What follows belongs to an exercise in optimizing a design on an open flow for small area; a production flow would make more cautious choices.
In this exercise RTL edits were held to simulation tests only and were not proved equivalent to the original.
No activity file was given, so power comes from the tool's default toggle rates. The flow treats the clock pin as an ideal source, which a real chip does not have.

`flow/run.sh`:
```
#!/bin/bash
# The standard layout (standard.sh) with two changes made through ORFS's own
# variables: the port buffers are buf_4 cells, and clock tree synthesis
# builds larger sink clusters and adds no dummy loads.
set -euo pipefail
export BUFFER_PORTS_ARGS="-buffer_cell sky130_fd_sc_hd__buf_4"
export CTS_ARGS="-sink_clustering_enable -repair_clock_nets -dont_use_dummy_load -sink_clustering_size 30 -sink_clustering_max_diameter 80"
bash standard.sh > standard.log 2>&1
```
`standard.sh`:
```
#!/bin/bash
# synth_recipe.tcl (not shown) runs the flow's synth.tcl, then flattens the netlist and writes it again
# the make line also repeats each setting of config.mk as NAME=value (left out here)
make -C /OpenROAD-flow-scripts/flow DESIGN_CONFIG=/design/flow/config.mk WORK_HOME=/design/flow/orfs CLKGATE_MAP_FILE= SYNTH_SCRIPT=/design/flow/synth_recipe.tcl "${@:-finish}"
```
`config.mk`:
```
export PLATFORM = sky130hd
export DESIGN_NAME = adc_capture_pp
export DESIGN_NICKNAME = adc_capture_pp
export VERILOG_FILES = /design/flow/design.v
export SDC_FILE = /design/flow/constraint.sdc
export NUM_CORES = 4
export LEC_CHECK = 0
export CAP_MARGIN = 20
export CORE_MARGIN = 2
export CORE_UTILIZATION = 65
export CTS_CLUSTER_DIAMETER = 80
export CTS_CLUSTER_SIZE = 30
export GPL_TIMING_DRIVEN = 0
export PLACE_DENSITY = 0.75
export SETUP_SLACK_MARGIN = 0.3
export SLEW_MARGIN = 20
export SYNTH_HIERARCHICAL = 1
```
`constraint.sdc`:
```
create_clock -name core_clock -period 5.0 [get_ports {clk}]
set_input_delay 1.0000 -clock core_clock [delete_from_list [all_inputs] [get_ports {clk}]]
set_output_delay 1.0000 -clock core_clock [all_outputs]
set_load 0.01 [all_outputs]
```
`design.v`:
```
module adc_capture_pp (
  input  logic        clk,
  input  logic        nres,
  input  logic        start_pulse,
  input  logic        stop_pulse,
  input  logic        cont,
  input  logic [2:0]  rate,
  input  logic        nDRDY,
  input  logic [1:0]  SDIN,
  output logic        SCLK,
  output logic        nCS,
  input  logic [7:0]  read_addr,
  output logic [15:0] dout,
  output logic        write_done,
  output logic        toggle_buff,
  output logic        busy,
  output logic        overrun
);
  typedef enum logic [1:0] {IDLE, ARMED, XFER, WRITE} state_t;
  state_t        state;
  logic [2:0]    drdy_sync;
  logic          drdy_evt;
  logic [2:0]    hcnt, h_max;
  logic [5:0]    ph;
  logic          wch;
  logic [5:0]    sample_idx;
  logic          wr_half, stop_req, shift_en;
  logic [15:0]   sh0, sh1;
  always_ff @(posedge clk or negedge nres)
    if (!nres) drdy_sync <= 3'b111;
    else       drdy_sync <= {drdy_sync[1:0], nDRDY};
  assign drdy_evt = drdy_sync[2] & ~drdy_sync[1];
  assign shift_en = (state == XFER) && (hcnt == h_max) && !ph[0] && (ph != 6'd32);
  always_ff @(posedge clk)
    if (shift_en) begin
      sh0 <= {sh0[14:0], SDIN[0]};
      sh1 <= {sh1[14:0], SDIN[1]};
    end
  logic [4:0]          rot, rotn;
  logic [2:0]          roth1;             
  logic [3:0][31:0][31:0] ring;           
  logic [15:0]         stg0, stg1;
  logic [6:0]          pd;
  logic                pend0, pend1;
  logic                cap, w1, act1, aligned;
  logic [4:0]          slot;
  assign rotn = rot + 5'd1;
  assign cap  = (state == WRITE) && !wch;    
  assign w1   = (state == WRITE) &&  wch;    
  assign act1 = pend1 | w1;
  assign slot    = pd[6:2] + rot + 5'd1;
  assign aligned = (slot == 5'd0);
  always_ff @(posedge clk) begin
    rot   <= rotn;
    roth1 <= rotn[4:2] + 3'd1;
    if (cap) begin
      stg0 <= sh0;
      stg1 <= sh1;
      pd   <= {wr_half, sample_idx};
    end
    pend0 <= cap | (pend0 & ~aligned);
    pend1 <= act1 & ~aligned;
  end
  logic [3:0][31:0] ring_in;
  for (genvar r = 0; r < 4; r++) begin : g_ins
    logic ins0, ins1;
    assign ins0 = pend0 && aligned && pd[1:0] == 2'(r);
    assign ins1 = act1  && aligned && pd[1:0] == 2'(r);
    for (genvar b = 0; b < 16; b++) begin : g_b
      adc_capture_pp_ao22 u_i0 (.a1(ins0), .a2(stg0[b]), .b1(!ins0), .b2(ring[r][31][b]),      .x(ring_in[r][b]));
      adc_capture_pp_ao22 u_i1 (.a1(ins1), .a2(stg1[b]), .b1(!ins1), .b2(ring[r][31][16 + b]), .x(ring_in[r][16 + b]));
    end
  end
  always_ff @(posedge clk)
    for (int r = 0; r < 4; r++)
      ring[r] <= {ring[r][30:0], ring_in[r]};
  logic        qc;
  logic [3:0]  q1l;
  logic [7:0]  q1hA, q1hB, q1h;
  logic [31:0] h1h_n;
  logic [3:0]  l1h;
  logic [15:0] rlo, rhi;
  logic [15:0] rword, stgw;
  logic        hit0, hit1, sel_lo, sel_hi;
  logic [3:0] dal, dbl;
  assign dal = 4'd1 << read_addr[4:3];
  assign dbl = 4'd1 << rot[1:0];
  always_comb begin
    qc = 1'b0;
    for (int j = 0; j < 4; j++) begin
      q1l[j] = 1'b0;
      for (int i = 0; i < 4; i++) begin
        q1l[j] = q1l[j] | (dal[i] & dbl[(j - i + 4) % 4]);
        if (i + (j - i + 4) % 4 >= 4) qc = qc | (dal[i] & dbl[(j - i + 4) % 4]);
      end
    end
  end
  adc_capture_pp_dec3 u_qhA (.a(read_addr[7:5]), .b(rot[4:2]), .y(q1hA));
  adc_capture_pp_dec3 u_qhB (.a(read_addr[7:5]), .b(roth1),    .y(q1hB));
  assign q1h = qc ? q1hB : q1hA;
  for (genvar q = 0; q < 32; q++) begin : g_h1h
    assign h1h_n[q] = ~(q1h[q/4] & q1l[q%4]);
  end
  assign l1h = 4'd1 << read_addr[2:1];
  for (genvar k = 0; k < 4; k++) begin : g_bank
    logic [1023:0] bd;            
    for (genvar p = 0; p < 128; p++) begin : g_bd
      assign bd[8*p +: 8] = {ring[p/32][p%32][16 + 4*k +: 4], ring[p/32][p%32][4*k +: 4]};
    end
    adc_capture_pp_bank u_bank (
      .h1h_n (h1h_n),
      .l1h_n (~l1h),
      .d     (bd),
      .q     ({rhi[4*k +: 4], rlo[4*k +: 4]})
    );
  end
  assign hit0   = pend0 && (read_addr == {pd, 1'b0});
  assign hit1   = pend1 && (read_addr == {pd, 1'b1});
  assign sel_lo = !(hit0 || hit1) && !read_addr[0];
  assign sel_hi = !(hit0 || hit1) &&  read_addr[0];
  assign stgw   = ({16{hit0}} & stg0) | ({16{hit1}} & stg1);
  for (genvar b = 0; b < 16; b++) begin : g_rword
    adc_capture_pp_ao221 u_ao (
      .a1(sel_lo), .a2(rlo[b]), .b1(sel_hi), .b2(rhi[b]), .c1(stgw[b]), .x(rword[b])
    );
  end
  always_ff @(posedge clk or negedge nres)
    if (!nres) dout <= '0;
    else       dout <= rword;
  always_ff @(posedge clk or negedge nres) begin
    if (!nres) begin
      state       <= IDLE;
      SCLK        <= 1'b0;
      nCS         <= 1'b1;
      write_done  <= 1'b0;
      toggle_buff <= 1'b0;
      busy        <= 1'b0;
      overrun     <= 1'b0;
      hcnt        <= '0;
      h_max       <= '0;
      ph          <= '0;
      wch         <= 1'b0;
      sample_idx  <= '0;
      wr_half     <= 1'b0;
      stop_req    <= 1'b0;
    end else begin
      write_done <= 1'b0;
      case (state)
        IDLE: if (start_pulse) begin
          state      <= ARMED;
          busy       <= 1'b1;
          sample_idx <= '0;
          wr_half    <= 1'b0;
          overrun    <= 1'b0;
          stop_req   <= 1'b0;
        end
        ARMED: begin
          if (stop_pulse) begin
            state <= IDLE;
            busy  <= 1'b0;
          end else if (drdy_evt) begin
            state <= XFER;
            nCS   <= 1'b0;
            SCLK  <= 1'b0;
            hcnt  <= '0;
            ph    <= '0;
            h_max <= rate;
          end
        end
        XFER: begin
          if (drdy_evt)   overrun  <= 1'b1;
          if (stop_pulse) stop_req <= 1'b1;
          if (hcnt == h_max) begin
            hcnt <= '0;
            if (ph == 6'd32) begin
              nCS   <= 1'b1;
              SCLK  <= 1'b0;
              wch   <= 1'b0;
              state <= WRITE;
            end else begin
              ph   <= ph + 1'b1;
              SCLK <= ~ph[0];
            end
          end else begin
            hcnt <= hcnt + 1'b1;
          end
        end
        WRITE: begin
          if (drdy_evt)   overrun  <= 1'b1;
          if (stop_pulse) stop_req <= 1'b1;
          if (wch) begin
            sample_idx <= sample_idx + 1'b1;
            if (sample_idx == 6'd63) begin
              write_done  <= 1'b1;
              toggle_buff <= wr_half;
              wr_half     <= ~wr_half;
            end
            if (stop_req || stop_pulse || (sample_idx == 6'd63 && !cont)) begin
              state <= IDLE;
              busy  <= 1'b0;
            end else begin
              state <= ARMED;
            end
          end else begin
            wch <= 1'b1;
          end
        end
        default: state <= IDLE;
      endcase
    end
  end
endmodule
module adc_capture_pp_aoi222 (
  input  logic a1, a2, b1, b2, c1, c2,
  output logic y
);
  assign y = ~((a1 & a2) | (b1 & b2) | (c1 & c2));
endmodule
module adc_capture_pp_aoi22 (
  input  logic a1, a2, b1, b2,
  output logic y
);
  assign y = ~((a1 & a2) | (b1 & b2));
endmodule
module adc_capture_pp_bank (
  input  logic [31:0]   h1h_n,        
  input  logic [3:0]    l1h_n,        
  input  logic [1023:0] d,
  output logic [7:0]    q
);
  logic [127:0] psel;
  for (genvar p = 0; p < 128; p++) begin : g_psel
    assign psel[p] = ~(h1h_n[p%32] | l1h_n[p/32]);
  end
  for (genvar j = 0; j < 8; j++) begin : g_rbit
    logic [42:0] y;
    for (genvar g = 0; g < 42; g++) begin : g_leaf
      adc_capture_pp_aoi222 u_leaf (
        .a1(psel[3*g]),   .a2(d[8*(3*g) + j]),
        .b1(psel[3*g+1]), .b2(d[8*(3*g+1) + j]),
        .c1(psel[3*g+2]), .c2(d[8*(3*g+2) + j]),
        .y (y[g])
      );
    end
    adc_capture_pp_aoi22 u_last (
      .a1(psel[126]), .a2(d[8*126 + j]),
      .b1(psel[127]), .b2(d[8*127 + j]),
      .y (y[42])
    );
    assign q[j] = ~&y;
  end
endmodule
module adc_capture_pp_dec3 (
  input  logic [2:0] a, b,
  output logic [7:0] y
);
  logic [7:0] da, db;
  assign da = 8'd1 << a;
  assign db = 8'd1 << b;
  always_comb
    for (int j = 0; j < 8; j++) begin
      y[j] = 1'b0;
      for (int i = 0; i < 8; i++)
        y[j] = y[j] | (da[i] & db[(j - i + 8) % 8]);
    end
endmodule
module adc_capture_pp_ao22 (
  input  logic a1, a2, b1, b2,
  output logic x
);
  assign x = (a1 & a2) | (b1 & b2);
endmodule
module adc_capture_pp_ao221 (
  input  logic a1, a2, b1, b2, c1,
  output logic x
);
  assign x = (a1 & a2) | (b1 & b2) | c1;
endmodule
```
==> notes.md, run 1 <==
Outcome:
- The run finished with no timing, DRC or antenna violations.

Final layout:
- Excluding fillers, the count of instances in the completed layout stands at 9542.
- The layout overhead on the synthesized area is 7.81%.
- The count of nets after finishing is 7377.
- The leading cell type in the layout, fill and taps excluded is sky130_fd_sc_hd__dfxtp_1.
- The finished cells cover 116000 um^2.
- In the final layout, the share of cells above drive strength 1 is under 10%.
- In the layout the commonest cells are sky130_fd_sc_hd__dfxtp_1 (4106), sky130_fd_sc_hd__a222oi_1 (1344), sky130_fd_sc_hd__nor2_1 (538), sky130_fd_sc_hd__nand4_1 (330), sky130_fd_sc_hd__clkbuf_16 (159).

STA:
- The number of max-slew violations in the final report is 0.
- The final-layout setup total negative slack is 0 ps.
- For the finished layout, the period the worst path requires is 4760 ps.
- For the pin with the worst max-slew slack, the measured transition is 1240 ps.
- Timing would allow up to approximately 210 MHz.
- The share of the cycle needed by the critical path after routing is 95.2%.
- Between clock sinks in the finished design, the worst skew comes to 78.3 ps.
- The minimum hold slack is 255 ps.
- Setup repair after global routing left no endpoint under its margin.
- The final setup violation count is 0.
- The worst path meets setup with 238 ps of slack.
- The number of hold violations in the final report was 0.
- Measured against its own limit, the worst slew margin works out to approximately 17%.

Floorplan:
- Pin placement for this block handled 41 I/O pins.
- The horizontal die dimension is 411 um.
- Once the floorplan was initialized, standard cells occupied approximately two thirds of the core.
- The area of the core is 165000 um^2.
- The floorplan die area is 169000 um^2.
- In this run the vertical extent of the chip is 411 um.
- The standard-cell row count is 149.

Setup path:
- The worst setup path is of the reg2reg kind.
- For this run, the slowest stage of the critical path takes 800 ps.
- For the worst setup path, the data arrival time is around 5500 ps.
- The worst setup path is launched from a flop.
- The critical path buffer and inverter count is 1.
- The kind of capture point of the worst setup path is a flop.
- The largest driver fanout on the critical path is 9.
- For this design, the slowest cell found on the critical path is sky130_fd_sc_hd__nor4_1.
- The largest delay contributor family on the critical path is simple AND/OR/NAND/NOR gates.
- The signal on the critical path passes through ha_1, o21ai_0, o21ai_4, mux2_2, nand2_2, buf_16, nor2_1, a222oi_1, nand4_1, nor4_1, nand3_1, a221o_1.
- The endpoint required time on the critical path is 5750 ps.

Drt:
- The vias per cell is around 7.1.
- Summed over all layers, the routed wires come to 300000 um.
- The count of TritonRoute iterations in the first routing pass is 14.
- The routed layout has 67900 vias.
- The remaining design rule violation count is 0.
- The detailed router finished its first iteration with 15400 violations.
- The antenna violation net count after detailed routing is 0.
- The average routed wire per standard cell is 31.4 um.

Worst hold path:
- The worst min-delay path class is in2async.

Placed design:
- The detailed placement HPWL is 205000 um.
- The congestion estimate from routability-driven global placement came to 0.950.
- The worst slack at placement is -1090 ps.
- The number of port buffers is 38.
- In this run, placement finished with an instance count of 9373.
- The instance area after placement is 112000 um^2.

Synth:
- The dominant synthesized flop cell is sky130_fd_sc_hd__dfxtp_1.
- The net count after synthesis is about 7100.
- The area of the mapped netlist is 108000 um^2.
- The post-synthesis cell type count is 56.
- The share of the Yosys chip area taken by registers is 79.3%.
- Counting flops with a built-in enable in the synthesized netlist gives between 70 and 80.
- The average footprint of a synthesized cell is 15.2 um^2.
- The share of synthesized registers carrying an async set or reset is 1.14%.
- In the synthesized netlist, the number of instances is 7105.
- In this run, synthesis produced a sequential element count of 4225.
- The number of warnings issued by yosys is 8.

CTS:
- In this run the deepest clock path goes through 3 buffers.
- Counting the buffers created by CTS gives 159.
- In this run the clock root is driven by a sky130_fd_sc_hd__clkbuf_16.
- The post-CTS clock slew at the launch and capture registers of the worst setup and hold paths is about 100 ps.
- The clock tree from TritonCTS is done.
- CTS built an H-tree with a depth of 4.
- Clock tree synthesis found a total of approximately 4200 sinks.
- Clock latency on the worst-skew pair, taken at its later pin, is roughly 860 ps.
- The post-cts hold buffer count is 0.

Pwr:
- Dividing total power by cell area gives a power density of 429 nW/um^2.
- The worst ir drop on vdd is 380 uV.
- For this design the static power due to leakage is 42.2 nW.

Global routing:
- The final global-route overflow total is 0.
- The first global-routing pass estimated 429000 um of wire.
- The number of antenna violations at the first check in global routing is 28.
- The number of global-route vias before repair is 64500.
- Entering global routing, the biggest net connects 49 pins.
- In the global route stage, overall resource usage came out at 34.4%.

Flow run:
- Max-cap violations in this run came to 0.
## final timing paths
| path | startpoint | end | slack [ps] | depth (start not counted) |
|---|---|---|---|---|
| max | rot[0]$_DFF_P_ | dout[13]$_DFF_PN0_ | 240 | 12 |
| min | nres | dout[0]$_DFF_PN0_ | 260 | 1 |
| max reg2reg | rot[0]$_DFF_P_ | dout[13]$_DFF_PN0_ | 240 | 12 |
| min reg2reg | ring[1298]$_DFF_P_ | ring[1330]$_DFF_P_ | 320 | 0 |
| max in group asynchronous | nres | sample_idx[5]$_DFFE_PN0P_ | 4060 | 1 |
| min in group core_clock | nDRDY | drdy_sync[0]$_DFF_PN1_ | 280 | 1 |
## layout make-up
cell class                 instances  area (um^2)
antenna                           10         25.0
buffer                            63          305
clock buffer                     159         3980
fill                           10900        48600
inverter                          12         45.0
multi-input combinational       2805        22600
sequential                      4225        85500
tap                             2189         2740
timing repair buffer              79         1030
## Yosys stat by module, one instance, submodules excluded
module,copies in the design,cell area [um^2],flip-flops and latches
adc_capture_pp_bank,4,1260,0
adc_capture_pp_aoi222,1344,10.0,0
adc_capture_pp_aoi22,32,12.5,0
adc_capture_pp,1,87300,4225
adc_capture_pp_ao221,16,10.0,0
adc_capture_pp_dec3,2,161,0
adc_capture_pp_ao22,128,8.76,0
## synth_stat cells (9+ instances only)
cell type                  number  area share, %
sky130_fd_sc_hd__a22oi_2       32           0.37
sky130_fd_sc_hd__a22o_1       130            1.1
sky130_fd_sc_hd__nand2_1       69           0.24
sky130_fd_sc_hd__a21oi_1       12          0.056
sky130_fd_sc_hd__buf_2         51           0.24
sky130_fd_sc_hd__nand4_1      330            1.9
sky130_fd_sc_hd__xnor2_1       16           0.13
sky130_fd_sc_hd__nor4_1        69           0.40
sky130_fd_sc_hd__ha_1          13           0.15
sky130_fd_sc_hd__nor3_1        36           0.17
sky130_fd_sc_hd__a221o_1       16           0.15
sky130_fd_sc_hd__nand3_1       72           0.33
sky130_fd_sc_hd__mux2_2        10           0.10
sky130_fd_sc_hd__clkbuf_1      10          0.035
sky130_fd_sc_hd__a32o_1        16           0.15
sky130_fd_sc_hd__a222oi_1    1344             12
sky130_fd_sc_hd__and4_1         9          0.073
sky130_fd_sc_hd__nor2_1       539            1.9
sky130_fd_sc_hd__dfxtp_1     4106             76
sky130_fd_sc_hd__o21ai_0       11          0.051
sky130_fd_sc_hd__xor2_1        13           0.11
sky130_fd_sc_hd__dfrtp_1       44            1.0
sky130_fd_sc_hd__edfxtp_1      71            2.0
sky130_fd_sc_hd__inv_1         12          0.042
## state kept, by name, indices dropped and copies added (netlist names), 7 cells and up, named ones only
| name | cells |
|---|---|
| dout | 16 |
| pd | 7 |
| ring | 4096 |
| sh0 | 16 |
| sh1 | 16 |
| stg0 | 16 |
| stg1 | 16 |
## per-stage QoR
stage          power [mW]  utilization, %
6_report             49.9            70.5
3_5_place_dp         35.5            67.9
4_1_cts              49.9            70.4
2_1_floorplan        35.2               -
3_3_place_gp         35.4            67.3
5_1_grt              51.2            70.5
## where the power goes
group | internal, mW | total [mW] | switching (mW)
registers | 34.0 | 34.2 | 0.213
clock network | 5.75 | 15.1 | 9.40
logic | 0.181 | 0.545 | 0.364
total | 39.9 | 49.9 | 9.98
## kinds of logic after synthesis
| kind of cell | share of synthesized area (%) |
|---|---|
| compound gates | 14.5 |
| xor+xnor | 0.266 |
| fa+ha+maj | 0.151 |
| buf+inv | 0.324 |
| flops | 79.3 |
| mux | 0.234 |
| simple gates | 5.24 |
## timing repair
action                                  CTS  global route
buffers inserted                          0             0
cloned                                    0             0
gates resized for setup                  25            28
endpoints found under the setup margin   16            16
endpoints found under the hold margin     0             0
pin swaps                                 0             5
## per-layer routing
metal | share of wire [%] | vias to the layer above | global-route usage (%) | wire length [um]
met2 | 43 | 4278 | 50.5 | 129000
met5 | 0.029 | - | 0 | 87
met1 | 40 | 33800 | 48.5 | 118000
li1 | - | 29100 | - | -
met3 | 12 | 747 | 8.07 | 36400
met4 | 5.3 | 12 | 16.1 | 15900
==> run 2: changes to the inputs <==
==> run.sh (new file) <==
#!/bin/bash
# synth_recipe.tcl (not shown) runs the flow's synth.tcl, then flattens the netlist and writes it again
# the make line also repeats each setting of config.mk as NAME=value (left out here)
make -C /OpenROAD-flow-scripts/flow DESIGN_CONFIG=/design/flow/config.mk WORK_HOME=/design/flow/orfs CLKGATE_MAP_FILE= SYNTH_SCRIPT=/design/flow/synth_recipe.tcl finish
removed: flow/run.sh
removed: standard.sh
==> run 2 against run 1 <==
  * Still clean
  * Non-clock buffer count increased by 9
  * Clock skew decreased by 39 ps
  * Synthesized cell count unchanged
  * Clock power increased by 5%
  * Flip-flop and latch count unchanged
  * Combinational power increased by 3%
  * Sequential power about the same
  * Hold slack improved by 63 ps
  * Largest power group unchanged
  * Highest routed layer unchanged
==> notes.md, run 2 <==
Drt:
- The average routed wire per standard cell is approximately 31 um.
- The vias per cell is a little over 7.
- The first TritonRoute pass finished after 15 iterations.
- The final wirelength is 302000 um.
- The total via count in the routed design is 68200.
- In the routed design, unresolved DRC markers number 0.
- Once detail routing completed, the nets flagged for antenna violations numbered 0.
- The violation count after the first detailed-route iteration is 15500.

Setup path:
- The worst setup path startpoint is rot[0]$_DFF_P_.
- The end of the worst register-to-register path is dout[5]$_DFF_PN0_.
- For the worst flop-to-flop path, the logic depth is 11.
- The startpoint identified for the worst register-to-register timing path is rot[0]$_DFF_P_.
- The endpoint required time on the critical path is 5750 ps.
- In this run the register-to-register setup slack is 270 ps.
- The worst path arrival time is 5490 ps.
- STA classifies the critical path startpoint as a flop.
- The critical path class is reg2reg.
- The kind of capture point of the worst setup path is a flop.
- Of all nets on the critical path, the largest fanout is 10.

STA:
- Setup repair after global routing could not meet its margin everywhere.
- The number of max-slew violations in the final report is 0.
- The maximum clock rate is between 200 and 250 MHz.
- The number of hold violations in the final report is 0.
- After layout, the worst path uses 94.7% of the clock period.
- Setup violations remaining at the end of the flow were counted as 0.
- For the finished layout, the period the worst path requires is 4730 ps.
- The setup slack after layout is 266 ps.
- Measured against its own limit, the worst slew margin works out to between 10% and 20%.
- The worst clock skew is roughly 40 ps.
- The final-layout setup total negative slack is 0 ps.
- At the pin with the least slew margin, the transition time is 1330 ps.
- Hold is met by around 320 ps.

Final layout:
- The largest register by flop count is ring.
- The core utilization of the finished layout is a little under three quarters.
- In the final layout, the share of cells above drive strength 1 is 5.85%.
- The top cell types in the final layout, fill and taps aside, are sky130_fd_sc_hd__dfxtp_1 (4106), sky130_fd_sc_hd__a222oi_1 (1344), sky130_fd_sc_hd__nor2_1 (538), sky130_fd_sc_hd__nand4_1 (330), sky130_fd_sc_hd__clkbuf_16 (164).
- The layout overhead on the synthesized area is 8.62%.
- The count of nets after finishing is around 7400.
- The register with the most flip-flops in the layout has between 4000 and 5000 of them.
- Leaving out fill and tap cells, the most frequent cell in the layout is sky130_fd_sc_hd__dfxtp_1.
- The layout filler cell count is 10800.
- Once layout is complete, the cells apart from fillers number slightly below 10000.

Synth:
- The net count after synthesis is 7137.
- A synthesized cell averages approximately 15 um^2.
- The most common cell in the synthesized netlist is sky130_fd_sc_hd__dfxtp_1.
- The cell type with the highest aggregate area in the netlist is sky130_fd_sc_hd__dfxtp_1.
- Sorting the synthesized cells by area gives the leading types as sky130_fd_sc_hd__dfxtp_1 (76%), sky130_fd_sc_hd__a222oi_1 (12%), sky130_fd_sc_hd__edfxtp_1 (2.0%), sky130_fd_sc_hd__nand4_1 (1.9%), sky130_fd_sc_hd__nor2_1 (1.9%).
- The area share of the leading cell type in the synthesized netlist is 76.2%.
- In this run, synthesis inferred 71 flip-flops with an integrated enable.
- After synthesis, the most frequently instantiated cells are sky130_fd_sc_hd__dfxtp_1 (4106), sky130_fd_sc_hd__a222oi_1 (1344), sky130_fd_sc_hd__nor2_1 (539).
- Counting flops with an async set or reset pin after synthesis yields a share of 1.14%.
- The gate count of the mapped netlist is 7105.
- After synthesis the cells add up to 108000 um^2.
- In the synthesized netlist the dominant register cell turns out to be sky130_fd_sc_hd__dfxtp_1.
- The post-synthesis cell type count is 56.
- Synthesis inferred 4225 register bits.
- The number of warnings issued by yosys is 8.
- The share of synthesized area occupied by flip-flops and latches is 79.3%.

Placed design:
- The last weighted congestion value of the routability-driven placer is 0.946.
- Once detailed placement completed, the half-perimeter wirelength came to 205000 um.
- After detailed placement, the design holds a cell count of between 9000 and 10000.
- The worst slack at placement is -1290 ps.
- The number of port buffers is 38.

Floorplan:
- The area of the core is between 150000 and 200000 um^2.
- The standard-cell row count is 149.
- The horizontal die dimension is 411 um.
- The die extent in y is 411 um.
- During I/O placement, the number of pins put on the boundary was roughly 40.
- The initial standard-cell utilization of the core is 65.4%.
- The die covers around 170000 um^2.

CTS:
- The depth of the CTS H-tree is 4.
- The largest buffer count on any clock path is 3.
- TritonCTS built the clock tree.
- The later pin in the worst-skew pair is clocked with a latency of between 800 and 900 ps.
- The root cell of the clock tree is sky130_fd_sc_hd__clkbuf_16.
- Buffers inserted during clock tree synthesis total 160.
- The total number of clock tree sinks is 4225.
- The post-CTS clock slew at the launch and capture registers of the worst setup and hold paths is approximately 110 ps.

Global routing:
- The number of antenna violations at the first check in global routing is 33.
- After global routing the overflow that remains totals 0.
- The number of global-route vias before repair was between 60000 and 70000.
- The first global-routing pass estimated 430000 um of wire.
- Global routing used 34.5% of the available tracks across all layers.
- Entering global routing, the biggest net connects 41 pins.

Pwr:
- Summed over all cells, the static leakage comes to 42.5 nW.
- For this design the ratio of total power to cell area is 432 nW/um^2.
- The worst ir drop on vdd is roughly 380 uV.

Worst hold path:
- The path class of the tightest hold or removal check is reg2reg.
- The path with the worst hold slack has its endpoint at ring[1940]$_DFF_P_.
- The startpoint of the lowest-slack hold path is ring[1908]$_DFF_P_.
- Along the worst hold path, the cell count comes to 0.

Outcome:
- The run finished with no timing, DRC or antenna violations.

Flow run:
- The number of maximum-capacitance violations is 0.
## run 2: changes by cell type in the layout (fill, tap and decap cells not counted), sizes merged
cell and change:
buf -29, clkbuf +32, clkdlybuf4s50 +34, clkinv +8
diode +8, dlygate4sd3 +1, dlymetal6s2s +2, inv +7
## run 2: kinds of logic (layout without fill, tap and decap cells)
logic type               count (synthesis)  count (layout)  synth area share, %
flip-flops                            4225            4225                 79.3
multiplexers                            19              19                0.234
XOR/XNOR                                31              31                0.266
AO/OA/AOI/OAI                         1583            1583                 14.5
buffers and inverters                   75             368                0.324
adder cells (fa/ha/maj)                 13              13                0.151
AND/OR/NAND/NOR                       1159            1159                 5.24
other                                    0              18                    0
## run 2: report_power, final
part	leakage [nW]	internal [mW]	switching, mW
combinational	5.96	0.195	0.365
clock	2.17	6.13	9.69
sequential	34.4	34.0	0.223
## run 2: metal layers
layer	up-vias	track usage, %	part of all wire (%)
li1	29100	-	-
met1	33800	48.1	39
met2	4476	50.1	43
met3	771	8.67	12
met4	12	17.4	5.2
met5	-	0.594	0.085
## run 2: worst max-delay path, stage by stage (launching register included)
cell and delay [ps]:
sky130_fd_sc_hd__dfxtp_1 420, sky130_fd_sc_hd__inv_1 120, sky130_fd_sc_hd__ha_1 260, sky130_fd_sc_hd__mux4_2 810
sky130_fd_sc_hd__nand2_4 460, sky130_fd_sc_hd__buf_12 270, sky130_fd_sc_hd__nor2_1 180, sky130_fd_sc_hd__a222oi_1 640
sky130_fd_sc_hd__nand4_1 250, sky130_fd_sc_hd__nor4_1 660, sky130_fd_sc_hd__nand3_1 160, sky130_fd_sc_hd__a221o_1 330
## run 2: through the flow
stage	area (um^2)	power, mW
finish	117000	50.6
global placement	111000	35.4
floorplan	108000	35.2
detailed placement	112000	35.5
CTS	117000	50.6
global route	117000	51.9
## run 2: area by class of cell
class / count / area [um^2] / share of cell area [%]
clock buffers: 190 / 4230 / 3.61
diodes: 18 / 45.0 / 0.0385
clock inverters: 15 / 216 / 0.185
inverters: 12 / 45.0 / 0.0385
plain buffers: 63 / 305 / 0.261
flip-flops and latches: 4225 / 85500 / 73.0
well taps: 2189 / 2740 / 2.34
repair buffers: 88 / 1270 / 1.08
multi-input cells: 2805 / 22700 / 19.4
## run 2: how the worst max path moves through the flow
| stage | to | cells after the start |
|---|---|---|
| after global routing | dout[3]$_DFF_PN0_ | 11 |
| after detailed placement | dout[9]$_DFF_PN0_ | 12 |
| final | dout[5]$_DFF_PN0_ | 11 |
| after floorplan | dout[10]$_DFF_PN0_ | 11 |
| after global placement | dout[0]$_DFF_PN0_ | 12 |
| after CTS | dout[12]$_DFF_PN0_ | 12 |
## run 2: what timing repair did
action,CTS,global route
gates cloned,0,0
buffers inserted,0,8
hold buffers,1,0
hold endpoints to repair,8,0
pin swaps,3,6
setup endpoints to repair,16,16
gates resized for setup,53,25
## run 2: Yosys stat by module, one instance, submodules excluded
module,area (um^2),cells
adc_capture_pp,87300,4493
adc_capture_pp_ao22,8.76,1
adc_capture_pp_ao221,10.0,1
adc_capture_pp_aoi22,12.5,1
adc_capture_pp_aoi222,10.0,1
adc_capture_pp_bank,1260,260
adc_capture_pp_dec3,161,26

-- static timing again, ports no longer ideal --
The results above use ideal ports. As a check the final layouts listed here were re-extracted and re-timed, cells and wires unchanged.
Step 1, drivers: a clkbuf_16 drives clk and a buf_2 each remaining input, both assumed.
Step 2 moves the port delays by t, midway between the first and last clock arrival at a register: inputs arrive t later, outputs are due t later. That takes back most of the time a late clock gives input paths.
a / b / c = ideal ports / drivers / drivers and shift; a / b = the first two.
run | t, ns | setup slack, ns | cell pins on the clock port's net
run 1 | 0.912 | 0.238 / 0.237 / -0.584 | 1
run 2 | 0.935 | 0.266 / 0.266 / -0.538 | 1
Met with ideal ports but missed after step 2: setup timing in run 1 and run 2. For run 1, which loses most, drivers alone change the setup slack by -0.001 ns; drivers and shift together by -0.822 ns.
